This design comes from an exercise in tuning for a short achievable clock period and few clock cycles on the open sky130 flow, not from production work. At most, simulation tests tie the RTL to the original design; equivalence was not proved. The RTL of run 4 was laid out without a check of its function. No activity file was given, so power comes from the tool's default toggle rates.

==> flow/design.v <==
package cpu_pkg;
	typedef logic [16-1:0] addr_t;
	typedef logic [8-1:0] data_t;
	typedef logic [3:0] nibble_t;
	typedef logic [3:0] reg_sel_t;
	typedef enum logic [3:0] {
		GRP_IDL_LDN, GRP_INC, GRP_DEC, GRP_SBR,
		GRP_LDA, GRP_STR, GRP_IO, GRP_CTRL,
		GRP_GLO, GRP_GHI, GRP_PLO, GRP_PHI,
		GRP_LBR, GRP_SEP, GRP_SEX, GRP_ALU
	} op_group_t;
	typedef enum logic [1:0] {
		ST_FETCH,
		ST_EXEC,
		ST_MEM_WAIT,
		ST_IDLE
	} core_state_t;
	typedef enum logic [3:0] {
		ALU_PASS, ALU_OR, ALU_AND, ALU_XOR, ALU_ADD,
		ALU_SD, ALU_SHR, ALU_SM, ALU_SHL
	} alu_op_t;
endpackage
module cpu_alu (
	input  cpu_pkg::data_t op,
	input  cpu_pkg::data_t d,
	input  cpu_pkg::data_t b,
	input  logic df,
	output cpu_pkg::data_t result,
	output logic df_out
);
	logic [8:0] sum;
	always_comb begin
		result = b;
		df_out = df;
		sum = '0;
		if (op[7:4] == 4'hF) begin
			case (op[2:0])
				3'd1: result = d | b;
				3'd2: result = d & b;
				3'd3: result = d ^ b;
				3'd4: begin
					sum = {1'b0, d} + {1'b0, b};
					{df_out, result} = sum;
				end
				3'd5: begin
					sum = {1'b0, b} + {1'b0, ~d} + 9'd1;
					{df_out, result} = sum;
				end
				3'd7: begin
					sum = {1'b0, d} + {1'b0, ~b} + 9'd1;
					{df_out, result} = sum;
				end
				default: result = b;
			endcase
		end
	end
endmodule
module qspi_rom_reader (
	input  logic clk,
	input  logic rst,
	input  logic go,
	input  cpu_pkg::addr_t addr,
	input  cpu_pkg::nibble_t rom_din,
	output logic rom_cs_n,
	output logic rom_sclk,
	output cpu_pkg::nibble_t rom_dout,
	output cpu_pkg::nibble_t rom_oe_n,
	output cpu_pkg::data_t data,
	output logic ev
);
	logic act;
	logic [4:0] tc;
	cpu_pkg::nibble_t din_q;
	cpu_pkg::nibble_t hi_r;
	logic ready;
	assign ready = !act || tc == 5'd28;
	assign ev = act && tc == 5'd27;
	assign data = {hi_r, din_q};
	always_ff @(posedge clk) begin
		din_q <= rom_din;
		if (tc == 5'd25)
			hi_r <= din_q;
	end
	always_ff @(posedge clk) begin
		if (rst) begin
			act <= 1'b0;
			tc <= 5'd0;
			rom_cs_n <= 1'b1;
			rom_sclk <= 1'b0;
			rom_dout <= 4'h0;
			rom_oe_n <= 4'hF;
		end else if (ready) begin
			rom_sclk <= 1'b0;
			tc <= 5'd0;
			if (go) begin
				act <= 1'b1;
				rom_cs_n <= 1'b0;
				rom_oe_n <= 4'h0;
				rom_dout <= 4'h0;
			end else begin
				act <= 1'b0;
				rom_cs_n <= 1'b1;
			end
		end else begin
			tc <= tc + 5'd1;
			rom_sclk <= (tc == 5'd27) ? 1'b0 : ~rom_sclk;
			if (tc == 5'd27)
				rom_cs_n <= 1'b1;
			if (tc == 5'd15)
				rom_oe_n <= 4'hF;
			case (tc)
				5'd3, 5'd4: rom_dout <= addr[15:12];
				5'd5, 5'd6: rom_dout <= addr[11:8];
				5'd7, 5'd8: rom_dout <= addr[7:4];
				5'd9, 5'd10: rom_dout <= addr[3:0];
				5'd11, 5'd12: rom_dout <= 4'b1010;
				5'd13, 5'd14: rom_dout <= 4'b0101;
				default: rom_dout <= 4'h0;
			endcase
		end
	end
endmodule
module mem_ctrl (
	input  logic clk,
	input  logic rst,
	input  logic [6:0] addr,
	input  logic we,
	input  cpu_pkg::data_t wdata,
	input  logic re,
	input  logic tag,
	output cpu_pkg::data_t rdata,
	output logic rv,
	output logic rtag
);
	cpu_pkg::data_t ram [0:127];
	cpu_pkg::data_t m1 [0:7];
	logic [2:0] hi1;
	logic v1;
	logic tag1;
	always_ff @(posedge clk) begin
		if (we)
			ram[addr] <= wdata;
	end
	always_ff @(posedge clk) begin
		for (int j = 0; j < 8; j++)
			m1[j] <= ram[{j[2:0], addr[3:0]}];
		hi1 <= addr[6:4];
		tag1 <= tag;
		rdata <= m1[hi1];
		rtag <= tag1;
	end
	always_ff @(posedge clk) begin
		if (rst) begin
			v1 <= 1'b0;
			rv <= 1'b0;
		end else begin
			v1 <= re;
			rv <= v1;
		end
	end
endmodule
module cpu_core (
	input  logic clk,
	input  logic rst,
	input  cpu_pkg::nibble_t ef_n,
	output logic q,
	output logic go,
	output cpu_pkg::addr_t fa,
	input  logic ev,
	input  cpu_pkg::data_t fbyte,
	output logic [6:0] ra,
	output logic rwe,
	output cpu_pkg::data_t rwd,
	output logic rre,
	output logic rrtag,
	input  cpu_pkg::data_t rdat,
	input  logic rv,
	input  logic rvtag
);
	localparam logic [3:0] S_WAIT = 4'd0, S_EX1 = 4'd1, S_EX2 = 4'd2, S_FETCH = 4'd3,
		S_FL1 = 4'd4, S_APW = 4'd5, S_NXT0 = 4'd6, S_WB = 4'd7, S_HALT = 4'd8;
	cpu_pkg::addr_t regs [0:15];
	cpu_pkg::data_t d;
	logic df;
	cpu_pkg::reg_sel_t p, x;
	cpu_pkg::nibble_t ef_meta, ef;
	logic [3:0] state;
	cpu_pkg::data_t ir;
	cpu_pkg::data_t b;
	cpu_pkg::addr_t t, s;
	logic gone;        
	logic exp_opnd;    
	logic alu_go;      
	logic wen;
	logic [3:0] widx;
	cpu_pkg::addr_t wdat;
	logic f_idl, f_ldn, f_inc, f_dec, f_br, f_lda, f_str, f_ldxa, f_req, f_seq;
	logic f_glo, f_ghi, f_plo, f_phi, f_sep, f_sex, f_shr, f_shl, f_imm, f_alux;
	logic use_x, use_p, taken, incw, n15, eq_np;
	logic x15, tinc15;
	logic [3:0] idx1;
	cpu_pkg::data_t ob;
	logic opc_ev;
	logic [3:0] on;
	logic [3:0] og;
	logic cond;
	logic [15:0] b15;
	assign opc_ev = (ev && !exp_opnd) || (rv && rvtag);
	assign ob = ev ? fbyte : rdat;
	assign on = ob[3:0];
	assign og = ob[7:4];
	always_comb begin
		for (int i = 0; i < 16; i++)
			b15[i] = regs[i][15];
	end
	always_comb begin
		case (on[2:0])
			3'd0: cond = 1'b1;
			3'd1: cond = q;
			3'd2: cond = (d == 8'h00);
			3'd3: cond = df;
			default: cond = ef[on[1:0]];
		endcase
	end
	logic rd, memaddr15, nxt15, nmod, go_ex1, ldop;
	cpu_pkg::addr_t memaddr, s_inc, s_dec, t_inc, m_inc;
	cpu_pkg::data_t alu_res;
	logic alu_df;
	assign rd = f_ldn || f_lda || f_ldxa || f_alux || f_imm || (f_br && taken);
	assign ldop = f_ldn || f_lda || f_ldxa || f_alux || f_imm;
	assign memaddr15 = use_x ? x15 : (use_p ? t[15] : n15);
	assign nxt15 = (f_br && !taken) ? tinc15 : (f_sep ? n15 : t[15]);
	assign nmod = f_inc || f_dec || f_plo || f_phi;
	assign go_ex1 = !f_idl && (rd ? (!memaddr15 || !t[15]) : (!nxt15 && !(nmod && eq_np)));
	assign memaddr = use_p ? t : s;
	assign s_inc = s + 16'd1;
	assign s_dec = s - 16'd1;
	assign t_inc = t + 16'd1;
	assign m_inc = use_p ? t_inc : s_inc;
	always_comb begin
		go = 1'b0;
		case (state)
			S_EX1: go = go_ex1;
			S_FL1: go = !t[15];
			S_FETCH: go = !gone && !t[15];
			default: go = 1'b0;
		endcase
	end
	cpu_alu i_alu (
		.op     (ir),
		.d      (d),
		.b      (b),
		.df     (df),
		.result (alu_res),
		.df_out (alu_df)
	);
	always_ff @(posedge clk) begin
		if (rst)
			regs[0] <= 16'h0000;
		else if (wen)
			regs[widx] <= wdat;
	end
	always_ff @(posedge clk) begin
		ef_meta <= ~ef_n;
		ef <= ef_meta;
		x15 <= b15[x];
		tinc15 <= t[15] ^ (&t[14:0]);
	end
	always_ff @(posedge clk) begin
		if (rst) begin
			state <= S_FETCH;
			t <= 16'h0000;
			p <= '0;
			x <= '0;
			d <= '0;
			df <= 1'b0;
			q <= 1'b0;
			gone <= 1'b0;
			exp_opnd <= 1'b0;
			alu_go <= 1'b0;
			wen <= 1'b0;
			rwe <= 1'b0;
			rre <= 1'b0;
		end else begin
			wen <= 1'b0;
			rwe <= 1'b0;
			rre <= 1'b0;
			alu_go <= 1'b0;
			if (ev && exp_opnd) begin
				b <= fbyte;
				alu_go <= ldop;
			end else if (rv && !rvtag) begin
				b <= rdat;
				alu_go <= ldop;
			end
			if (alu_go) begin
				d <= alu_res;
				df <= alu_df;
			end
			case (state)
				S_WAIT: begin
					t <= regs[p];
					if (ev && exp_opnd) begin
						if (f_br)
							t <= {t[15:8], fbyte};
						state <= S_FL1;
					end else if (opc_ev) begin
						ir <= ob;
						f_idl <= ob == 8'h00;
						f_ldn <= og == 4'h0 && on != 4'h0;
						f_inc <= og == 4'h1;
						f_dec <= og == 4'h2;
						f_br <= og == 4'h3;
						f_lda <= og == 4'h4;
						f_str <= og == 4'h5;
						f_ldxa <= ob == 8'h72;
						f_req <= ob == 8'h7A;
						f_seq <= ob == 8'h7B;
						f_glo <= og == 4'h8;
						f_ghi <= og == 4'h9;
						f_plo <= og == 4'hA;
						f_phi <= og == 4'hB;
						f_sep <= og == 4'hD;
						f_sex <= og == 4'hE;
						f_shr <= ob == 8'hF6;
						f_shl <= ob == 8'hFE;
						f_imm <= og == 4'hF && on[3] && on != 4'hE;
						f_alux <= (og == 4'hF && !on[3] && on != 4'h6) || ob == 8'h72;
						use_x <= (og == 4'hF && !on[3] && on != 4'h6) || ob == 8'h72;
						use_p <= (og == 4'hF && on[3] && on != 4'hE) || og == 4'h3;
						idx1 <= ((og == 4'hF && !on[3]) || ob == 8'h72) ? x : on;
						taken <= cond ^ on[3];
						incw <= og == 4'h4 || ob == 8'h72 || (og == 4'hF && on[3] && on != 4'hE);
						n15 <= b15[on];
						eq_np <= on == p;
						state <= S_EX1;
					end
				end
				S_EX1: begin
					s <= regs[idx1];
					gone <= go_ex1;
					state <= f_idl ? S_HALT : S_EX2;
				end
				S_EX2: begin
					state <= S_FETCH;
					if (rd) begin
						if (incw) begin
							wen <= 1'b1;
							wdat <= m_inc;
							widx <= use_p ? p : idx1;
						end
						if (!memaddr[15]) begin
							fa <= memaddr;
							exp_opnd <= 1'b1;
							state <= S_WAIT;
						end else begin
							ra <= memaddr[6:0];
							rre <= 1'b1;
							rrtag <= 1'b0;
							if (!gone)
								state <= S_APW;
						end
					end else begin
						if (f_str) begin
							ra <= s[6:0];
							rwe <= s[15];
							rwd <= d;
						end
						if (nmod) begin
							wen <= 1'b1;
							widx <= idx1;
							wdat <= f_inc ? s_inc : f_dec ? s_dec :
								f_plo ? {s[15:8], d} : {d, s[7:0]};
							if (eq_np)
								state <= S_WB;
						end
						if (f_glo)
							d <= s[7:0];
						if (f_ghi)
							d <= s[15:8];
						if (f_shr) begin
							d <= {1'b0, d[7:1]};
							df <= d[0];
						end
						if (f_shl) begin
							d <= {d[6:0], 1'b0};
							df <= d[7];
						end
						if (f_seq)
							q <= 1'b1;
						if (f_req)
							q <= 1'b0;
						if (f_sex)
							x <= ir[3:0];
						if (f_sep) begin
							p <= ir[3:0];
							t <= s;
						end
						if (f_br)
							t <= t_inc;    
					end
				end
				S_FETCH: begin
					fa <= t;
					wen <= 1'b1;
					widx <= p;
					wdat <= t_inc;
					gone <= 1'b0;
					exp_opnd <= 1'b0;
					if (!gone && t[15]) begin
						ra <= t[6:0];
						rre <= 1'b1;
						rrtag <= 1'b1;
					end
					state <= S_WAIT;
				end
				S_FL1: begin
					gone <= !t[15];
					state <= S_FETCH;
				end
				S_APW: begin
					if (rv && !rvtag) begin
						if (f_br) begin
							t <= {t[15:8], rdat};
							state <= S_FETCH;
						end else begin
							state <= S_NXT0;
						end
					end
				end
				S_WB: state <= S_NXT0;
				S_NXT0: begin
					t <= regs[p];
					state <= S_FETCH;
				end
				default: ;    
			endcase
		end
	end
endmodule
module cpu_top (
	input  logic clk,
	input  logic rst_n,
	input  cpu_pkg::nibble_t ef_n,
	input  cpu_pkg::nibble_t rom_din,
	output logic q,
	output logic rom_cs_n,
	output logic rom_sclk,
	output cpu_pkg::nibble_t rom_dout,
	output cpu_pkg::nibble_t rom_oe_n
);
	logic rst;
	always_ff @(posedge clk)
		rst <= !rst_n;
	logic go;
	cpu_pkg::addr_t fa;
	logic ev;
	cpu_pkg::data_t fbyte;
	logic [6:0] ra;
	logic rwe, rre, rrtag, rv, rvtag;
	cpu_pkg::data_t rwd, rdat;
	cpu_core i_core (
		.clk   (clk),
		.rst   (rst),
		.ef_n  (ef_n),
		.q     (q),
		.go    (go),
		.fa    (fa),
		.ev    (ev),
		.fbyte (fbyte),
		.ra    (ra),
		.rwe   (rwe),
		.rwd   (rwd),
		.rre   (rre),
		.rrtag (rrtag),
		.rdat  (rdat),
		.rv    (rv),
		.rvtag (rvtag)
	);
	qspi_rom_reader i_rom (
		.clk      (clk),
		.rst      (rst),
		.go       (go),
		.addr     (fa),
		.rom_din  (rom_din),
		.rom_cs_n (rom_cs_n),
		.rom_sclk (rom_sclk),
		.rom_dout (rom_dout),
		.rom_oe_n (rom_oe_n),
		.data     (fbyte),
		.ev       (ev)
	);
	mem_ctrl i_ram (
		.clk   (clk),
		.rst   (rst),
		.addr  (ra),
		.we    (rwe),
		.wdata (rwd),
		.re    (rre),
		.tag   (rrtag),
		.rdata (rdat),
		.rv    (rv),
		.rtag  (rvtag)
	);
endmodule
==> flow/run.sh <==
#!/bin/bash
# synth_recipe.tcl (not shown) runs the flow's synth.tcl, then flattens the netlist and writes it again
# the make line also repeats each setting of config.mk as NAME=value (left out here)
make -C /OpenROAD-flow-scripts/flow DESIGN_CONFIG=/design/flow/config.mk WORK_HOME=/design/flow/orfs CLKGATE_MAP_FILE= SYNTH_SCRIPT=/design/flow/synth_recipe.tcl finish
==> flow/config.mk <==
export PLATFORM = sky130hd
export DESIGN_NAME = cpu_top
export DESIGN_NICKNAME = cpu_top
export VERILOG_FILES = /design/flow/design.v
export SDC_FILE = /design/flow/constraint.sdc
export NUM_CORES = 4
export LEC_CHECK = 0
export ABC_CLOCK_PERIOD_IN_PS = 2000
export CAP_MARGIN = 20
export CORE_MARGIN = 2
export CORE_UTILIZATION = 60
export SETUP_SLACK_MARGIN = 2.5
export SLEW_MARGIN = 20
==> flow/constraint.sdc <==
create_clock -name core_clock -period 5.0 [get_ports {clk}]
set_input_delay 1.0000 -clock core_clock [delete_from_list [all_inputs] [get_ports {clk}]]
set_output_delay 1.0000 -clock core_clock [all_outputs]
set_load 0.01 [all_outputs]
==> results of run 1 <==
-- cells in the final DEF, fill, tap and decap left out, types with 18 or more instances in the layout --
master	instances
clkbuf_16	163
and3_1	18
o21ai_1	24
a211oi_1	48
edfxtp_1	1397
o211ai_1	40
buf_12	30
nor2_1	183
xor2_1	18
nor2_2	39
a21oi_1	192
nand2b_1	24
nor2_4	108
nor3_1	42
mux4_2	185
ha_1	33
o21ai_0	74
clkbuf_1	39
nand2_1	261
a22oi_1	244
clkinv_2	26
a22o_1	50
nor2b_1	21
inv_1	49
xnor2_1	21
nand4_1	20
and2_1	23
clkinv_1	33
buf_4	142
mux2_2	87
mux2i_1	69
nand3_1	87
a31oi_1	49
dfxtp_1	135
a221oi_1	48
-- path summary, 6_finish.rpt --
path                                end                       from  depth (start not counted)  slack, ns
max          i_ram.ram[59][0]$_DFFE_PP_     i_core.ra[5]$_DFFE_PP_                          3       2.35
min                i_core.ef[2]$_DFF_P_  i_core.ef_meta[2]$_DFF_P_                          0       0.33
max reg2reg  i_ram.ram[59][0]$_DFFE_PP_     i_core.ra[5]$_DFFE_PP_                          3       2.35
min reg2reg        i_core.ef[2]$_DFF_P_  i_core.ef_meta[2]$_DFF_P_                          0       0.33
-- per-layer routing --
layer	track usage, %	wire (µm)	share of wire, %
met1	47.2	73100	36
met2	57.6	94900	47
met3	6.49	19800	9.9
met4	18.5	12500	6.2
met5	0	27	0.013
-- Yosys cell counts (8+ instances only) --
cell type	n	area share [%]
a2111oi_0	20	0.27
a211oi_1	57	0.66
a21o_1	12	0.14
a21oi_1	198	1.5
a221oi_1	55	0.74
a22o_1	50	0.68
a22oi_1	245	2.8
a311oi_1	8	0.11
a31oi_1	51	0.49
and2_1	29	0.28
and3_1	19	0.18
and4_1	8	0.11
buf_1	30	0.17
buf_2	47	0.36
clkbuf_1	214	1.2
dfxtp_1	155	4.8
edfxtp_1	1397	65
ha_1	42	0.81
inv_1	55	0.32
mux2_1	17	0.30
mux2_2	87	1.5
mux2i_1	71	1.1
mux4_2	185	6.4
nand2_1	275	1.6
nand2b_1	25	0.24
nand3_1	96	0.74
nand3b_1	10	0.12
nand4_1	20	0.19
nor2_1	330	1.9
nor2b_1	33	0.32
nor3_1	52	0.40
nor4_1	16	0.15
o2111ai_1	8	0.11
o211a_1	16	0.25
o211ai_1	40	0.46
o21a_1	12	0.14
o21ai_0	74	0.57
o21ai_1	25	0.19
o22a_1	9	0.12
o22ai_1	17	0.16
o31ai_1	10	0.12
or3_1	12	0.12
xnor2_1	21	0.28
xor2_1	18	0.24
-- worst max-delay path, cell delays in order, from the launching register on --
cell	delay, ns
edfxtp_1	0.68
nor2b_1	0.54
nand3_2	0.47
nor2_2	0.58
-- where the power goes --
group / total, mW / switching (mW) / internal [mW]
clock: 11.2 / 4.98 / 6.21
combinational: 6.05 / 3.87 / 2.18
sequential: 15.8 / 0.954 / 14.8
-- layout make-up --
| cell class | count | area (µm²) |
|---|---|---|
| diodes | 2 | 5.00 |
| clock buffers | 204 | 4200 |
| clock inverters | 84 | 653 |
| fillers | 7009 | 32400 |
| inverters | 62 | 248 |
| multi-input cells | 2384 | 20000 |
| flip-flops and latches | 1552 | 45100 |
| well taps | 1403 | 1760 |
| repair buffers | 235 | 2710 |
-- kinds of logic (layout without fill, tap and decap cells) --
logic type | Yosys count | in the layout | share of synthesized area [%]
flip-flops | 1552 | 1552 | 69.6
AO/OA/AOI/OAI | 977 | 977 | 10.6
AND/OR/NAND/NOR | 960 | 963 | 6.79
multiplexers | 360 | 360 | 9.35
buffers and inverters | 357 | 585 | 2.19
adder cells (fa/ha/maj) | 45 | 45 | 0.905
XOR/XNOR | 39 | 39 | 0.528
other | 0 | 2 | 0
-- state kept, by name, summed over array words and instances (netlist names), 8 cells and up, named ones only --
register / flops
i_core.s: 16
i_core.rwd: 8
i_ram.rdata: 8
i_core.ir: 8
i_core.regs: 256
i_ram.ram: 1024
i_core.wdat: 16
i_core.d: 8
i_core.t: 16
i_core.b: 8
i_ram.m1: 64
i_core.fa: 16
-- through the flow --
step	hold slack, ns	cells
6_report	0.328	5926
5_1_grt	0.335	5924
4_1_cts	0.327	5884
3_5_place_dp	0.319	5509
3_3_place_gp	0.320	5506
2_1_floorplan	0.310	4290
-- what timing repair did --
item	CTS	global route
pin swaps	17	13
gates resized for setup	356	142
setup buffers	76	36
hold buffers	0	0
endpoints found under the setup margin	1348	1047
gates cloned	11	4
==> results.py, run 1 <==
metrics = {
    "place": {
        "gp_congestion": 0.971,
        "portBuffers": 20,
        "dp.final_hpwl_mm": 114,
        "dpl-instance-area_um2": 66500,
        "dp_slack_ns": 1.64,
    },
    "synthesis": {
        "synth_warnings": 6,
        "synth_flop_cell": "edfxtp_1",
        "synth.distinct_cells": 87,
        "synth.avg_cell_area_um2": 15.1,
        "synth-seq-cells": 1552,
        "synthArstFlopShare_pct": 0,
        "syn_nets": 4345,
        "synthCells": 4290,
        "syn_area_um2": 64700,
        "ys_seq_area_share_pct": 69.6,
        "synth_edf_count": 1397,
    },
    "grt": {
        "grt-ovfl-total": 0,
        "grt_usage_pct": 35.8,
        "grt_pass1_wl_mm": 286,
        "grt_pass1_vias": 40900,
        "grt_start_max_net_pins": 129,
        "antenna_found_initial": 2,
    },
    "finish": {
        "drive_above_1_share_pct": 22.8,
        "final_core_util_pct": 69.8,
        "fin_nets": 4445,
        "area_growth_pct": 15.4,
        "design_area_um2": 74700,
    },
    "routing": {
        "drc": 0,
        "num_vias": 41900,
        "first_iter_violations": 5300,
        "ant_nets": 0,
        "wl_per_cell_um": 33.8,
        "drt_wl_total_mm": 200,
        "avgViaCountPerCell": 7.07,
        "first_pass_iters": 8,
    },
    "timing": {
        "max_freq_mhz": 377,
        "maxSlewViolCount": 0,
        "setup_viol": 0,
        "post-route-period-util_pct": 53.1,
        "slew_headroom_pct": 28.5,
        "layout_setup_ws_ns": 2.35,
        "fin_crit_ns": 2.65,
        "rsz0062_at_grt": "yes",
        "finClkSkew_ns": 0.0503,
        "timing.setup.tns_ns": 0,
        "worst_pin_slew_ns": 1.07,
        "hold_viol": 0,
    },
    "clock_network": {
        "clock_path_buffers": 3,
        "cts_tree": "done",
        "clock_latency_ns": 0.79,
        "htree_levels": 4,
        "path_clk_slew_ns": 0.06,
        "root_buffer": "clkbuf_16",
        "clock_sinks": 1552,
        "cts_made_buffers": 155,
    },
    "hold_path": {
        "hold_path.class": "flop to flop",
    },
    "critical_path": {
        "cp_data_arrival_time_ns": 3.05,
        "critPathKind": "flop to flop",
        "critPathRequiredTime_ns": 5.40,
        "cp-end-kind": "flop",
        "critPathMaxFanout": 8,
        "startpoint_type": "flop",
    },
    "outcome": {
        "status": "complete, no violations",
    },
    "floorplanning": {
        "die_h_um": 332,
        "num_rows": 120,
        "coreArea_um2": 107000,
        "io_pins": 21,
        "initial_core_util_pct": 60.4,
        "die_area_um2": 110000,
        "die_w_um": 332,
    },
    "power_and_ir_drop": {
        "total_power_mw": 33.0,
        "leakage_nw": 23.8,
        "ir_drop_v": 0.000381,
        "p_per_area_nw_per_um2": 442,
    },
    "run": {
        "drv_cap": 0,
    },
}
Testbench counts, summed over its fixed seeds: cycles 1,075,645.
==> run 2: changes to the inputs <==
==> flow/config.mk (replaced) <==
export PLATFORM = sky130hd
export DESIGN_NAME = cpu_top
export DESIGN_NICKNAME = cpu_top
export VERILOG_FILES = /design/flow/design.v
export SDC_FILE = /design/flow/constraint.sdc
export NUM_CORES = 4
export LEC_CHECK = 0
export ABC_CLOCK_PERIOD_IN_PS = 2500
export CAP_MARGIN = 20
export CORE_MARGIN = 2
export CORE_UTILIZATION = 40
export SETUP_SLACK_MARGIN = 2.0
export SLEW_MARGIN = 20
==> results.py, run 2 <==
metrics = {
    "outcome": {
        "status": "complete, no violations",
    },
    "floorplanning": {
        "die_area_um2": 165000,
        "die_h_um": 406,
        "io_pins": 21,
        "initial_core_util_pct": 40.3,
        "num_rows": 147,
        "coreArea_um2": 161000,
        "die_w_um": 406,
    },
    "grt": {
        "grt_usage_pct": 22.7,
        "top_usage_layer": "met1",
        "grt-ovfl-total": 0,
        "grt_pass1_wl_mm": 275,
        "use_met2_pct": 33.3,
        "antenna_found_initial": 6,
        "met1_usage_pct": 33.9,
        "grt_start_max_net_pins": 129,
        "grt_pass1_vias": 38600,
        "use_met3_pct": 4.59,
    },
    "place": {
        "gp_congestion": 0.920,
        "dp_cells": 6273,
        "dp_slack_ns": 1.48,
        "portBuffers": 20,
        "dp.final_hpwl_mm": 114,
    },
    "hold_path": {
        "hold_path.class": "flop to flop",
        "hold_path_depth": 0,
    },
    "power_and_ir_drop": {
        "leakage_nw": 23.0,
        "p_seq_share_pct": 48.6,
        "p_clk_share_pct": 35.2,
        "p_sw_share_pct": 28.9,
        "p_per_area_nw_per_um2": 446,
        "switchingPower_mw": 9.39,
        "intPower_mw": 23.1,
        "combPwrFrac_pct": 16.2,
        "total_power_mw": 32.5,
        "ir_drop_v": 0.000385,
    },
    "critical_path": {
        "cp-end-kind": "flop",
        "startpoint_type": "flop",
        "critPathRequiredTime_ns": 5.42,
        "cp_data_arrival_time_ns": 3.47,
        "r2r_cells": 4,
        "critPathKind": "flop to flop",
        "critPathMaxFanout": 34,
    },
    "synthesis": {
        "synthCells": 4290,
        "ys_top_cells_by_count": "edfxtp_1 (1397), nor2_1 (330), nand2_1 (275)",
        "yosysTopAreaCellShare_pct": 64.8,
        "synth_warnings": 6,
        "syn_area_um2": 64700,
        "ys_seq_area_share_pct": 69.6,
        "synth_edf_count": 1397,
        "yosysMostFrequentCell": "edfxtp_1",
        "syn_nets": 4345,
        "yosys.area.top_type": "edfxtp_1",
        "synth.distinct_cells": 87,
        "synth-seq-cells": 1552,
        "synth.avg_cell_area_um2": 15.1,
        "synthArstFlopShare_pct": 0,
        "synth_flop_cell": "edfxtp_1",
        "synth_area_leaders": "edfxtp_1 (65%), mux4_2 (6.4%), dfxtp_1 (4.8%), a22oi_1 (2.8%), nor2_1 (1.9%)",
    },
    "finish": {
        "layout_common_cells": "edfxtp_1 (1397), nand2_1 (273), a22oi_1 (245)",
        "drive_above_1_share_pct": 17.4,
        "largest_reg_flops": 1024,
        "top_register": "i_ram.ram",
        "fin_nets": 4343,
        "stdcell_count": 6578,
        "layout_commonest_cell": "edfxtp_1",
        "antenna_cells": 0,
        "top_regs": "i_ram.ram x1024, i_core.regs x256, i_ram.m1 x64",
        "area_growth_pct": 12.7,
    },
    "routing": {
        "num_vias": 40400,
        "drc": 0,
        "first_iter_violations": 5385,
        "drt_wl_total_mm": 189,
        "ant_nets": 0,
        "avgViaCountPerCell": 6.14,
        "first_pass_iters": 8,
        "wl_per_cell_um": 28.7,
    },
    "timing": {
        "rsz0062_at_grt": "yes",
        "hold_viol": 0,
        "slew_headroom_pct": 22.3,
        "fin_crit_ns": 3.05,
        "worst_pin_slew_ns": 1.16,
        "maxSlewViolCount": 0,
        "layout_setup_ws_ns": 1.95,
        "setup_viol": 0,
        "post-route-period-util_pct": 61.1,
        "timing.setup.tns_ns": 0,
        "max_freq_mhz": 328,
        "finClkSkew_ns": 0.0392,
    },
    "clock_network": {
        "hold_buffers": 0,
        "path_clk_slew_ns": 0.06,
        "root_buffer": "clkbuf_16",
        "clock_latency_ns": 0.81,
        "cts_made_buffers": 154,
        "clock_path_buffers": 3,
        "clock_sinks": 1552,
        "cts_tree": "done",
        "htree_levels": 4,
    },
    "run": {
        "drv_cap": 0,
    },
}
-- run 2: cell count changes in the layout (fill, tap and decap cells not counted), sizes merged, moves of 5 or more --
cell | before | now
clkdlybuf4s50 | 9 | 20
buf | 205 | 115
clkinvlp | 9 | 3
clkbuf | 210 | 228
dlygate4sd2 | 7 | 0
bufbuf | 5 | 0
clkinv | 68 | 45
-- run 2: final timing paths --
| kind | from | endpoint | slack [ns] |
|---|---|---|---|
| setup / recovery | i_core.ra[2]$_DFFE_PP_ | i_ram.ram[68][6]$_DFFE_PP_ | 1.95 |
| hold / removal | i_core.ef_meta[2]$_DFF_P_ | i_core.ef[2]$_DFF_P_ | 0.33 |
| setup reg to reg | i_core.ra[2]$_DFFE_PP_ | i_ram.ram[68][6]$_DFFE_PP_ | 1.95 |
| hold reg to reg | i_core.ef_meta[2]$_DFF_P_ | i_core.ef[2]$_DFF_P_ | 0.33 |
-- run 2: repair_timing --
action / 4_1_cts / 5_1_grt
cloned: 0 / 1
gates resized for setup: 73 / 57
setup buffers: 8 / 10
setup endpoints to repair: 845 / 556
pin swaps: 1 / 1
-- run 2: power groups by stage --
| stage | logic, mW | registers [mW] | clock network, mW |
|---|---|---|---|
| after floorplan | 3.45 | 15.3 | 0 |
| after global placement | 5.01 | 16.0 | 0 |
| after detailed placement | 5.03 | 16.0 | 0 |
| after CTS | 5.13 | 15.7 | 11.6 |
| after global routing | 5.61 | 15.8 | 12.1 |
| final | 5.28 | 15.8 | 11.4 |
-- run 2: metrics by stage --
step,utilization [%],area [µm²],hold WS [ns]
after global routing,45.4,72900,0.337
after global placement,42.0,67400,0.312
after CTS,45.2,72700,0.328
after floorplan,-,64700,0.310
final,45.4,72900,0.331
after detailed placement,42.0,67400,0.315
-- run 2: critical path, stage by stage (launching register included) --
cell	delay (ns)
edfxtp_1	0.71
nor2b_4	0.26
buf_4	0.64
nand2b_1	0.24
nor2_1	0.81
-- run 2: area by class of cell --
cell class / count / area, µm²
fill: 13900 / 87600
sequential: 1552 / 45100
multi-input combinational: 2382 / 18700
clock buffer: 227 / 4390
tap: 2160 / 2700
timing repair buffer: 136 / 1220
clock inverter: 59 / 596
inverter: 62 / 233
-- run 2: logic make-up (layout without fill, tap and decap cells) --
family | Yosys count | count (layout) | share of synthesized area, %
fa+ha+maj | 45 | 45 | 0.905
mux | 360 | 360 | 9.35
xor+xnor | 39 | 39 | 0.528
flops | 1552 | 1552 | 69.6
compound gates | 977 | 977 | 10.6
simple gates | 960 | 961 | 6.79
buf+inv | 357 | 484 | 2.19
-- run 2: routing by layer --
layer  up-vias  routed length (µm)
met2      2293               83500
met5         -                  34
met3       348               18700
met1     20800               80800
met4         4                5830
li1      17000                   -
==> run 3: changes to the inputs <==
==> flow/config.mk (replaced) <==
export PLATFORM = sky130hd
export DESIGN_NAME = cpu_top
export DESIGN_NICKNAME = cpu_top
export VERILOG_FILES = /design/flow/design.v
export SDC_FILE = /design/flow/constraint.sdc
export NUM_CORES = 4
export LEC_CHECK = 0
export CAP_MARGIN = 20
export CORE_MARGIN = 2
export CORE_UTILIZATION = 40
export SLEW_MARGIN = 20
==> results.py, run 3 <==
metrics = {
    "outcome": {
        "status": "complete, no violations",
    },
    "floorplanning": {
        "initial_core_util_pct": 40.3,
        "coreArea_um2": 161000,
        "die_h_um": 406,
        "io_pins": 21,
        "num_rows": 147,
        "die_area_um2": 165000,
        "die_w_um": 406,
    },
    "routing": {
        "num_vias": 39800,
        "drt_wl_total_mm": 188,
        "wl_per_cell_um": 28.6,
        "drc": 0,
        "first_pass_iters": 6,
        "first_iter_violations": 5263,
        "ant_nets": 0,
        "avgViaCountPerCell": 6.07,
    },
    "clock_network": {
        "clock_sinks": 1552,
        "root_buffer": "clkbuf_16",
        "hold_buffers": 0,
        "clock_path_buffers": 3,
        "path_clk_slew_ns": 0.06,
        "cts_tree": "done",
        "htree_levels": 4,
        "post-cts-setup-buffers": 0,
        "cts_resized": 0,
        "clock_latency_ns": 0.83,
        "cts_made_buffers": 156,
    },
    "timing": {
        "finClkSkew_ns": 0.0360,
        "hold_viol": 0,
        "post-route-period-util_pct": 71.0,
        "fin_crit_ns": 3.55,
        "max_freq_mhz": 282,
        "slew_headroom_pct": 15.1,
        "setup_viol": 0,
        "fin_hold_ws_ns": 0.329,
        "worst_pin_slew_ns": 1.27,
        "timing.setup.tns_ns": 0,
        "rsz0062_at_grt": "no",
        "maxSlewViolCount": 0,
    },
    "finish": {
        "design_area_um2": 72700,
        "layout_commonest_cell": "edfxtp_1",
        "top_regs": "i_ram.ram x1024, i_core.regs x256, i_ram.m1 x64",
        "drive_above_1_share_pct": 15.0,
        "area_growth_pct": 12.3,
        "fin_nets": 4320,
        "final_core_util_pct": 45.2,
        "layout_common_cells": "edfxtp_1 (1397), nor2_1 (315), nand2_1 (272)",
        "largest_reg_flops": 1024,
        "top_register": "i_ram.ram",
        "fill_cells": 13900,
    },
    "synthesis": {
        "yosysMostFrequentCell": "edfxtp_1",
        "yosys.area.top_type": "edfxtp_1",
        "synth_flop_cell": "edfxtp_1",
        "syn_nets": 4345,
        "synthArstFlopShare_pct": 0,
        "yosysTopAreaCellShare_pct": 64.8,
        "ys_top_cells_by_count": "edfxtp_1 (1397), nor2_1 (330), nand2_1 (275)",
        "ys_seq_area_share_pct": 69.6,
        "syn_area_um2": 64700,
        "synth_area_leaders": "edfxtp_1 (65%), mux4_2 (6.4%), dfxtp_1 (4.8%), a22oi_1 (2.8%), nor2_1 (1.9%)",
        "synth-seq-cells": 1552,
        "synth.distinct_cells": 87,
        "synth.avg_cell_area_um2": 15.1,
        "synthCells": 4290,
        "synth_warnings": 6,
        "synth_edf_count": 1397,
    },
    "critical_path": {
        "critPathKind": "flop to flop",
        "critPathMaxFanout": 111,
        "critPathRequiredTime_ns": 5.44,
        "cp-end-kind": "flop",
        "startpoint_type": "flop",
        "cp_data_arrival_time_ns": 3.98,
    },
    "power_and_ir_drop": {
        "p_per_area_nw_per_um2": 453,
        "ir_drop_v": 0.000415,
        "total_power_mw": 32.9,
        "leakage_nw": 23.0,
    },
    "grt": {
        "grt_pass1_wl_mm": 273,
        "grt_pass1_vias": 38600,
        "antenna_found_initial": 4,
        "grt_start_max_net_pins": 129,
        "grt_usage_pct": 22.6,
        "grt-ovfl-total": 0,
    },
    "place": {
        "dpl-instance-area_um2": 67400,
        "gp_congestion": 0.903,
        "portBuffers": 20,
        "dp.final_hpwl_mm": 114,
    },
    "run": {
        "drv_cap": 0,
    },
    "hold_path": {
        "hold_path.class": "flop to flop",
    },
}
run 3: cell counts after synthesis:
No cell type changed its count.
run 3: worst max-delay path, stage by stage, from the launching register on:
cell	delay, ns
edfxtp_1	0.41
buf_12	0.56
and2_4	0.43
nand2_1	0.75
nor2_1	1.00
run 3: cell type report:
type                       instances  area [µm²]  share of cell area (%)
timing repair buffer             112         993                    1.37
sequential                      1552       45100                    62.0
antenna                            1        2.50                 0.00344
tap                             2160        2700                    3.72
inverter                          62         233                   0.320
clock inverter                    66         816                    1.12
clock buffer                     219        4440                    6.11
multi-input combinational       2381       18400                    25.3
run 3: kinds of logic after synthesis:
logic type	share of synthesized area (%)
flip-flops	69.6
AO/OA/AOI/OAI	10.6
AND/OR/NAND/NOR	6.79
multiplexers	9.35
buffers and inverters	2.19
adder cells (fa/ha/maj)	0.905
XOR/XNOR	0.528
run 3: routing by layer:
layer | vias to the layer above | global-route usage, % | part of all wire [%]
li1 | 17000 | - | -
met1 | 20400 | 32.5 | 42
met2 | 2057 | 34.5 | 46
met3 | 315 | 4.57 | 9.4
met4 | 4 | 7.47 | 3.0
met5 | - | 0 | 0.014
run 3: power by group:
part | total (mW) | internal (mW) | switching [mW]
Clock | 12.0 | 6.83 | 5.12
Combinational | 5.13 | 1.79 | 3.34
Sequential | 15.8 | 14.8 | 0.992
Total | 32.9 | 23.4 | 9.45
run 3: final timing paths:
kind,slack [ns],cells past startpoint,end,from
worst max-delay path,1.45,4,i_ram.ram[73][4]$_DFFE_PP_,i_core.ra[0]$_DFFE_PP_
worst min-delay path,0.33,0,i_ram.rtag$_DFF_P_,i_ram.tag1$_DFF_P_
worst max register to register,1.45,4,i_ram.ram[73][4]$_DFFE_PP_,i_core.ra[0]$_DFFE_PP_
worst min register to register,0.33,0,i_ram.rtag$_DFF_P_,i_ram.tag1$_DFF_P_
run 3: through the flow:
stage | setup slack, ns | instances
5_1_grt | 1.31 | 6552
4_1_cts | 1.48 | 6552
3_3_place_gp | 1.56 | 6265
2_1_floorplan | 1.98 | 4290
6_report | 1.45 | 6553
3_5_place_dp | 1.52 | 6267
==> run 4: changes to the inputs <==
--- a/flow/design.v
+++ b/flow/design.v
@@ -66,15 +66,15 @@
 	output cpu_pkg::nibble_t rom_dout,
 	output cpu_pkg::nibble_t rom_oe_n,
 	output cpu_pkg::data_t data,
-	output logic ev
+	output logic ev    
 );
 	logic act;
 	logic [4:0] tc;
 	cpu_pkg::nibble_t din_q;
 	cpu_pkg::nibble_t hi_r;
 	logic ready;
-	assign ready = !act || tc == 5'd28;
-	assign ev = act && tc == 5'd27;
+	logic t28;
+	assign ready = !act || t28;
 	assign data = {hi_r, din_q};
 	always_ff @(posedge clk) begin
 		din_q <= rom_din;
@@ -83,6 +83,8 @@
 	end
 	always_ff @(posedge clk) begin
 		if (rst) begin
+			ev <= 1'b0;
+			t28 <= 1'b0;
 			act <= 1'b0;
 			tc <= 5'd0;
 			rom_cs_n <= 1'b1;
@@ -90,6 +92,8 @@
 			rom_dout <= 4'h0;
 			rom_oe_n <= 4'hF;
 		end else if (ready) begin
+			ev <= 1'b0;
+			t28 <= 1'b0;
 			rom_sclk <= 1'b0;
 			tc <= 5'd0;
 			if (go) begin
@@ -103,6 +107,8 @@
 			end
 		end else begin
 			tc <= tc + 5'd1;
+			ev <= tc == 5'd26;
+			t28 <= tc == 5'd27;
 			rom_sclk <= (tc == 5'd27) ? 1'b0 : ~rom_sclk;
 			if (tc == 5'd27)
 				rom_cs_n <= 1'b1;
@@ -123,8 +129,9 @@
 module mem_ctrl (
 	input  logic clk,
 	input  logic rst,
-	input  logic [6:0] addr,
-	input  logic we,
+	input  logic [15:0] row,
+	input  logic [7:0] we_col,
+	input  logic [2:0] col,
 	input  cpu_pkg::data_t wdata,
 	input  logic re,
 	input  logic tag,
@@ -134,19 +141,29 @@
 );
 	cpu_pkg::data_t ram [0:127];
 	cpu_pkg::data_t m1 [0:7];
-	logic [2:0] hi1;
+	cpu_pkg::data_t m1_d [0:7];
+	logic [2:0] col1;
 	logic v1;
 	logic tag1;
 	always_ff @(posedge clk) begin
-		if (we)
-			ram[addr] <= wdata;
+		for (int j = 0; j < 8; j++)
+			for (int i = 0; i < 16; i++)
+				if (we_col[j] && row[i])
+					ram[j * 16 + i] <= wdata;
+	end
+	always_comb begin
+		for (int j = 0; j < 8; j++) begin
+			m1_d[j] = '0;
+			for (int i = 0; i < 16; i++)
+				m1_d[j] = m1_d[j] | (ram[j * 16 + i] & {8{row[i]}});
+		end
 	end
 	always_ff @(posedge clk) begin
 		for (int j = 0; j < 8; j++)
-			m1[j] <= ram[{j[2:0], addr[3:0]}];
-		hi1 <= addr[6:4];
+			m1[j] <= m1_d[j];
+		col1 <= col;
 		tag1 <= tag;
-		rdata <= m1[hi1];
+		rdata <= m1[col1];
 		rtag <= tag1;
 	end
 	always_ff @(posedge clk) begin
@@ -168,8 +185,9 @@
 	output cpu_pkg::addr_t fa,
 	input  logic ev,
 	input  cpu_pkg::data_t fbyte,
-	output logic [6:0] ra,
-	output logic rwe,
+	output logic [15:0] ra_row,
+	output logic [7:0] ra_wcol,
+	output logic [2:0] ra_col,
 	output cpu_pkg::data_t rwd,
 	output logic rre,
 	output logic rrtag,
@@ -179,7 +197,17 @@
 );
 	localparam logic [3:0] S_WAIT = 4'd0, S_EX1 = 4'd1, S_EX2 = 4'd2, S_FETCH = 4'd3,
 		S_FL1 = 4'd4, S_APW = 4'd5, S_NXT0 = 4'd6, S_WB = 4'd7, S_HALT = 4'd8;
+	function automatic logic [15:0] oh16(input logic [3:0] v);
+		oh16 = 16'd1 << v;
+	endfunction
+	function automatic logic [7:0] oh8(input logic [2:0] v);
+		oh8 = 8'd1 << v;
+	endfunction
 	cpu_pkg::addr_t regs [0:15];
+	logic [15:0] p_oh;      
+	logic [15:0] idx1_oh;   
+	logic [15:0] wsel;      
+	cpu_pkg::addr_t rd_s, rd_t;
 	cpu_pkg::data_t d;
 	logic df;
 	cpu_pkg::reg_sel_t p, x;
@@ -191,8 +219,6 @@
 	logic gone;        
 	logic exp_opnd;    
 	logic alu_go;      
-	logic wen;
-	logic [3:0] widx;
 	cpu_pkg::addr_t wdat;
 	logic f_idl, f_ldn, f_inc, f_dec, f_br, f_lda, f_str, f_ldxa, f_req, f_seq;
 	logic f_glo, f_ghi, f_plo, f_phi, f_sep, f_sex, f_shr, f_shl, f_imm, f_alux;
@@ -214,6 +240,14 @@
 			b15[i] = regs[i][15];
 	end
 	always_comb begin
+		rd_s = '0;
+		rd_t = '0;
+		for (int i = 0; i < 16; i++) begin
+			rd_s = rd_s | (regs[i] & {16{idx1_oh[i]}});
+			rd_t = rd_t | (regs[i] & {16{p_oh[i]}});
+		end
+	end
+	always_comb begin
 		case (on[2:0])
 			3'd0: cond = 1'b1;
 			3'd1: cond = q;
@@ -255,10 +289,12 @@
 		.df_out (alu_df)
 	);
 	always_ff @(posedge clk) begin
-		if (rst)
-			regs[0] <= 16'h0000;
-		else if (wen)
-			regs[widx] <= wdat;
+		for (int i = 0; i < 16; i++) begin
+			if (rst && i == 0)
+				regs[i] <= 16'h0000;
+			else if (!rst && wsel[i])
+				regs[i] <= wdat;
+		end
 	end
 	always_ff @(posedge clk) begin
 		ef_meta <= ~ef_n;
@@ -271,6 +307,7 @@
 			state <= S_FETCH;
 			t <= 16'h0000;
 			p <= '0;
+			p_oh <= 16'd1;
 			x <= '0;
 			d <= '0;
 			df <= 1'b0;
@@ -278,12 +315,12 @@
 			gone <= 1'b0;
 			exp_opnd <= 1'b0;
 			alu_go <= 1'b0;
-			wen <= 1'b0;
-			rwe <= 1'b0;
+			wsel <= '0;
+			ra_wcol <= '0;
 			rre <= 1'b0;
 		end else begin
-			wen <= 1'b0;
-			rwe <= 1'b0;
+			wsel <= '0;
+			ra_wcol <= '0;
 			rre <= 1'b0;
 			alu_go <= 1'b0;
 			if (ev && exp_opnd) begin
@@ -299,7 +336,7 @@
 			end
 			case (state)
 				S_WAIT: begin
-					t <= regs[p];
+					t <= rd_t;
 					if (ev && exp_opnd) begin
 						if (f_br)
 							t <= {t[15:8], fbyte};
@@ -329,6 +366,7 @@
 						use_x <= (og == 4'hF && !on[3] && on != 4'h6) || ob == 8'h72;
 						use_p <= (og == 4'hF && on[3] && on != 4'hE) || og == 4'h3;
 						idx1 <= ((og == 4'hF && !on[3]) || ob == 8'h72) ? x : on;
+						idx1_oh <= oh16(((og == 4'hF && !on[3]) || ob == 8'h72) ? x : on);
 						taken <= cond ^ on[3];
 						incw <= og == 4'h4 || ob == 8'h72 || (og == 4'hF && on[3] && on != 4'hE);
 						n15 <= b15[on];
@@ -337,7 +375,7 @@
 					end
 				end
 				S_EX1: begin
-					s <= regs[idx1];
+					s <= rd_s;
 					gone <= go_ex1;
 					state <= f_idl ? S_HALT : S_EX2;
 				end
@@ -345,16 +383,16 @@
 					state <= S_FETCH;
 					if (rd) begin
 						if (incw) begin
-							wen <= 1'b1;
 							wdat <= m_inc;
-							widx <= use_p ? p : idx1;
+							wsel <= use_p ? p_oh : idx1_oh;
 						end
 						if (!memaddr[15]) begin
 							fa <= memaddr;
 							exp_opnd <= 1'b1;
 							state <= S_WAIT;
 						end else begin
-							ra <= memaddr[6:0];
+							ra_row <= oh16(memaddr[3:0]);
+							ra_col <= memaddr[6:4];
 							rre <= 1'b1;
 							rrtag <= 1'b0;
 							if (!gone)
@@ -362,13 +400,12 @@
 						end
 					end else begin
 						if (f_str) begin
-							ra <= s[6:0];
-							rwe <= s[15];
+							ra_row <= oh16(s[3:0]);
+							ra_wcol <= s[15] ? oh8(s[6:4]) : 8'd0;
 							rwd <= d;
 						end
 						if (nmod) begin
-							wen <= 1'b1;
-							widx <= idx1;
+							wsel <= idx1_oh;
 							wdat <= f_inc ? s_inc : f_dec ? s_dec :
 								f_plo ? {s[15:8], d} : {d, s[7:0]};
 							if (eq_np)
@@ -394,6 +431,7 @@
 							x <= ir[3:0];
 						if (f_sep) begin
 							p <= ir[3:0];
+							p_oh <= idx1_oh;
 							t <= s;
 						end
 						if (f_br)
@@ -402,13 +440,13 @@
 				end
 				S_FETCH: begin
 					fa <= t;
-					wen <= 1'b1;
-					widx <= p;
+					wsel <= p_oh;
 					wdat <= t_inc;
 					gone <= 1'b0;
 					exp_opnd <= 1'b0;
 					if (!gone && t[15]) begin
-						ra <= t[6:0];
+						ra_row <= oh16(t[3:0]);
+						ra_col <= t[6:4];
 						rre <= 1'b1;
 						rrtag <= 1'b1;
 					end
@@ -430,7 +468,7 @@
 				end
 				S_WB: state <= S_NXT0;
 				S_NXT0: begin
-					t <= regs[p];
+					t <= rd_t;
 					state <= S_FETCH;
 				end
 				default: ;    
@@ -456,8 +494,10 @@
 	cpu_pkg::addr_t fa;
 	logic ev;
 	cpu_pkg::data_t fbyte;
-	logic [6:0] ra;
-	logic rwe, rre, rrtag, rv, rvtag;
+	logic [15:0] ra_row;
+	logic [7:0] ra_wcol;
+	logic [2:0] ra_col;
+	logic rre, rrtag, rv, rvtag;
 	cpu_pkg::data_t rwd, rdat;
 	cpu_core i_core (
 		.clk   (clk),
@@ -468,8 +508,9 @@
 		.fa    (fa),
 		.ev    (ev),
 		.fbyte (fbyte),
-		.ra    (ra),
-		.rwe   (rwe),
+		.ra_row  (ra_row),
+		.ra_wcol (ra_wcol),
+		.ra_col  (ra_col),
 		.rwd   (rwd),
 		.rre   (rre),
 		.rrtag (rrtag),
@@ -493,8 +534,9 @@
 	mem_ctrl i_ram (
 		.clk   (clk),
 		.rst   (rst),
-		.addr  (ra),
-		.we    (rwe),
+		.row    (ra_row),
+		.we_col (ra_wcol),
+		.col    (ra_col),
 		.wdata (rwd),
 		.re    (rre),
 		.tag   (rrtag),
--- a/flow/config.mk
+++ b/flow/config.mk
@@ -5,7 +5,9 @@
 export SDC_FILE = /design/flow/constraint.sdc
 export NUM_CORES = 4
 export LEC_CHECK = 0
+export ABC_CLOCK_PERIOD_IN_PS = 2000
 export CAP_MARGIN = 20
 export CORE_MARGIN = 2
 export CORE_UTILIZATION = 40
+export SETUP_SLACK_MARGIN = 3.0
 export SLEW_MARGIN = 20
==> results.py, run 4 <==
metrics = {
    "critical_path": {
        "timing.reg2reg.setup_slack_ns": 2.54,
        "cp-end-kind": "flop",
        "cp_top_family": "simple AND/OR/NAND/NOR gates",
        "cp_data_arrival_time_ns": 3.20,
        "crit_chain": "or4_4, buf_6, nor3_4, buf_6, buf_8, nand2_8, buf_12, a21oi_4, clkbuf_16, a22oi_2, nor2_1",
        "crit_top_cell": "buf_6",
        "slowest_stage": "or4_4",
        "critPathMaxFanout": 8,
        "critPathRequiredTime_ns": 5.74,
        "critPathKind": "flop to flop",
        "cpPeakStageDelay_ns": 0.53,
        "path_buf_inv": 5,
        "startpoint_type": "flop",
    },
    "clock_network": {
        "root_buffer": "clkbuf_16",
        "clock_latency_ns": 0.80,
        "clock_sinks": 1608,
        "hold_buffers": 0,
        "path_clk_slew_ns": 0.07,
        "cts_tree": "done",
        "clock_path_buffers": 3,
        "cts_made_buffers": 163,
        "htree_levels": 4,
    },
    "hold_path": {
        "hold_path.class": "flop to flop",
    },
    "outcome": {
        "status": "complete, no violations",
    },
    "floorplanning": {
        "die_area_um2": 163000,
        "die_h_um": 404,
        "io_pins": 21,
        "die_w_um": 404,
        "coreArea_um2": 159000,
        "num_rows": 146,
        "initial_core_util_pct": 40.3,
    },
    "finish": {
        "fill_cells": 13200,
        "fin_nets": 4495,
        "area_growth_pct": 19.9,
        "seqCellArea_um2": 46300,
        "top_register": "i_ram.ram",
        "drive_above_1_share_pct": 21.7,
        "largest_reg_flops": 1024,
        "top_regs": "i_ram.ram x1024, i_core.regs x256, i_ram.m1 x64",
        "layout_commonest_cell": "edfxtp_1",
        "multi_input_area_um2": 18200,
        "layout_common_cells": "edfxtp_1 (1401), a22o_1 (372), a221oi_1 (367)",
    },
    "timing": {
        "setup_viol": 0,
        "fin_crit_ns": 2.46,
        "hold_viol": 0,
        "rsz0062_at_grt": "yes",
        "fin_hold_ws_ns": 0.328,
        "max_freq_mhz": 407,
        "maxSlewViolCount": 0,
        "worst_pin_slew_ns": 0.901,
        "post-route-period-util_pct": 49.2,
        "finClkSkew_ns": 0.0729,
        "timing.setup.tns_ns": 0,
        "slew_headroom_pct": 39.8,
    },
    "routing": {
        "first_iter_violations": 5368,
        "num_vias": 42400,
        "wl_met3_mm": 21.6,
        "top_layer_used": "met4",
        "drc": 0,
        "drt_wl_total_mm": 202,
        "route.met2.wl_mm": 91.1,
        "avgViaCountPerCell": 6.38,
        "first_pass_iters": 6,
        "ant_nets": 0,
        "m1WireLength_mm": 80.6,
        "wl_per_cell_um": 30.3,
    },
    "power_and_ir_drop": {
        "leakage_nw": 24.8,
        "ir_drop_v": 0.000388,
        "p_per_area_nw_per_um2": 429,
    },
    "synthesis": {
        "yosys.area.top_type": "edfxtp_1",
        "synthCells": 4233,
        "syn_nets": 4288,
        "synth-seq-cells": 1608,
        "synthArstFlopShare_pct": 0,
        "syn_area_um2": 63900,
        "synth_flop_cell": "edfxtp_1",
        "synth.distinct_cells": 97,
        "synth_warnings": 9,
        "ys_top_cells_by_count": "edfxtp_1 (1401), a221oi_1 (380), a22o_1 (372)",
        "synth.avg_cell_area_um2": 15.1,
        "ys_seq_area_share_pct": 72.4,
        "synth_area_leaders": "edfxtp_1 (66%), dfxtp_1 (6.5%), a221oi_1 (5.2%), a22o_1 (5.1%), clkbuf_1 (1.6%)",
        "yosysTopAreaCellShare_pct": 65.9,
        "synth_edf_count": 1401,
        "yosysMostFrequentCell": "edfxtp_1",
    },
    "grt": {
        "grt_pass1_wl_mm": 288,
        "grt_pass1_vias": 40200,
        "antenna_found_initial": 6,
        "grt_start_max_net_pins": 129,
        "grt_usage_pct": 24.0,
        "grt-ovfl-total": 0,
    },
    "place": {
        "portBuffers": 20,
        "gp_congestion": 0.923,
        "dp.final_hpwl_mm": 112,
    },
    "run": {
        "drv_cap": 0,
    },
}
## run 4: kinds of logic (layout without fill, tap and decap cells)
kind of cell / count (synthesis) / count (layout) / synth area share, %
other: 0 / 1 / 0
flip-flops: 1608 / 1608 / 72.4
adder cells (fa/ha/maj): 45 / 45 / 0.917
XOR/XNOR: 46 / 46 / 0.631
buffers and inverters: 388 / 722 / 2.38
AO/OA/AOI/OAI: 1256 / 1259 / 15.5
AND/OR/NAND/NOR: 813 / 819 / 6.77
multiplexers: 77 / 77 / 1.46
## run 4: area by class of cell
type	count	share of cell area, %
sequential	1608	60.5
multi-input combinational	2246	23.8
clock buffer	223	5.92
timing repair buffer	353	4.71
tap	2072	3.39
clock inverter	78	1.28
inverter	68	0.396
antenna	1	0.00327
## run 4: stage by stage
stage          util, %  std cells  cell area [µm²]  setup WS (ns)  power, mW
6_report          48.3       6649            76500           2.54       32.8
5_1_grt           48.3       6648            76500           2.49       33.7
4_1_cts           47.5       6610            75300           2.56       32.5
3_5_place_dp      42.0       6103            66600           1.88       19.4
3_3_place_gp      42.0       6102            66600           1.96       19.3
2_1_floorplan        -       4233            64100           2.73       17.9
## run 4: repair_timing
action	in CTS	in global routing
endpoints found under the setup margin	851	338
buffers inserted	198	32
hold endpoints to repair	0	0
resized for setup	401	177
pin swaps	117	121
cloned	8	5
## run 4: per-layer routing
metal,vias up,global-route usage [%]
met5,-,0
met4,0,8.67
met3,534,5.10
met2,2694,37.1
met1,21500,33.5
li1,17700,-
## run 4: report_power, final
group	internal [mW]	total, mW	leakage [nW]	switching [mW]
clock	7.10	12.4	2.67	5.34
sequential	15.1	15.7	14.3	0.666
combinational	1.82	4.65	7.82	2.83
## run 4: worst paths after layout
path	startpoint	endpoint	depth (start not counted)
hold / removal	i_ram.tag1$_DFF_P_	i_ram.rtag$_DFF_P_	0
hold reg to reg	i_ram.tag1$_DFF_P_	i_ram.rtag$_DFF_P_	0
setup reg to reg	i_core.f_ldn$_DFFE_PP_	i_core.wsel[13]$_SDFF_PN0_	11
setup / recovery	i_core.f_ldn$_DFFE_PP_	i_core.wsel[13]$_SDFF_PN0_	11

## re-timing with driven ports
The flow's constraints put no driver on any port. The routed layouts listed below were extracted and timed again, unchanged, in two steps. Step 1, drivers: a clkbuf_16 drives clk and a buf_2 each remaining input, both assumed. Step 2 also shifts input and output timing later by t, the mid clock arrival at the registers, as if the neighbouring blocks saw the same clock. a / b / c = ideal ports / drivers / drivers and shift; a / b = the first two.
run | t, ns | setup slack, ns | worst setup path at the end | worst register clock-pin slew, ns
run 1 | 0.835 | 2.347 / 2.347 / 2.347 | register to register | 0.07 / 0.07
run 2 | 0.867 | 1.947 / 1.947 / 1.947 | register to register | 0.07 / 0.07
run 3 | 0.881 | 1.451 / 1.451 / 1.451 | register to register | 0.07 / 0.07
run 4 | 0.858 | 2.540 / 2.537 / 2.540 | register to register | 0.07 / 0.07
After both steps every run listed still meets setup and hold.
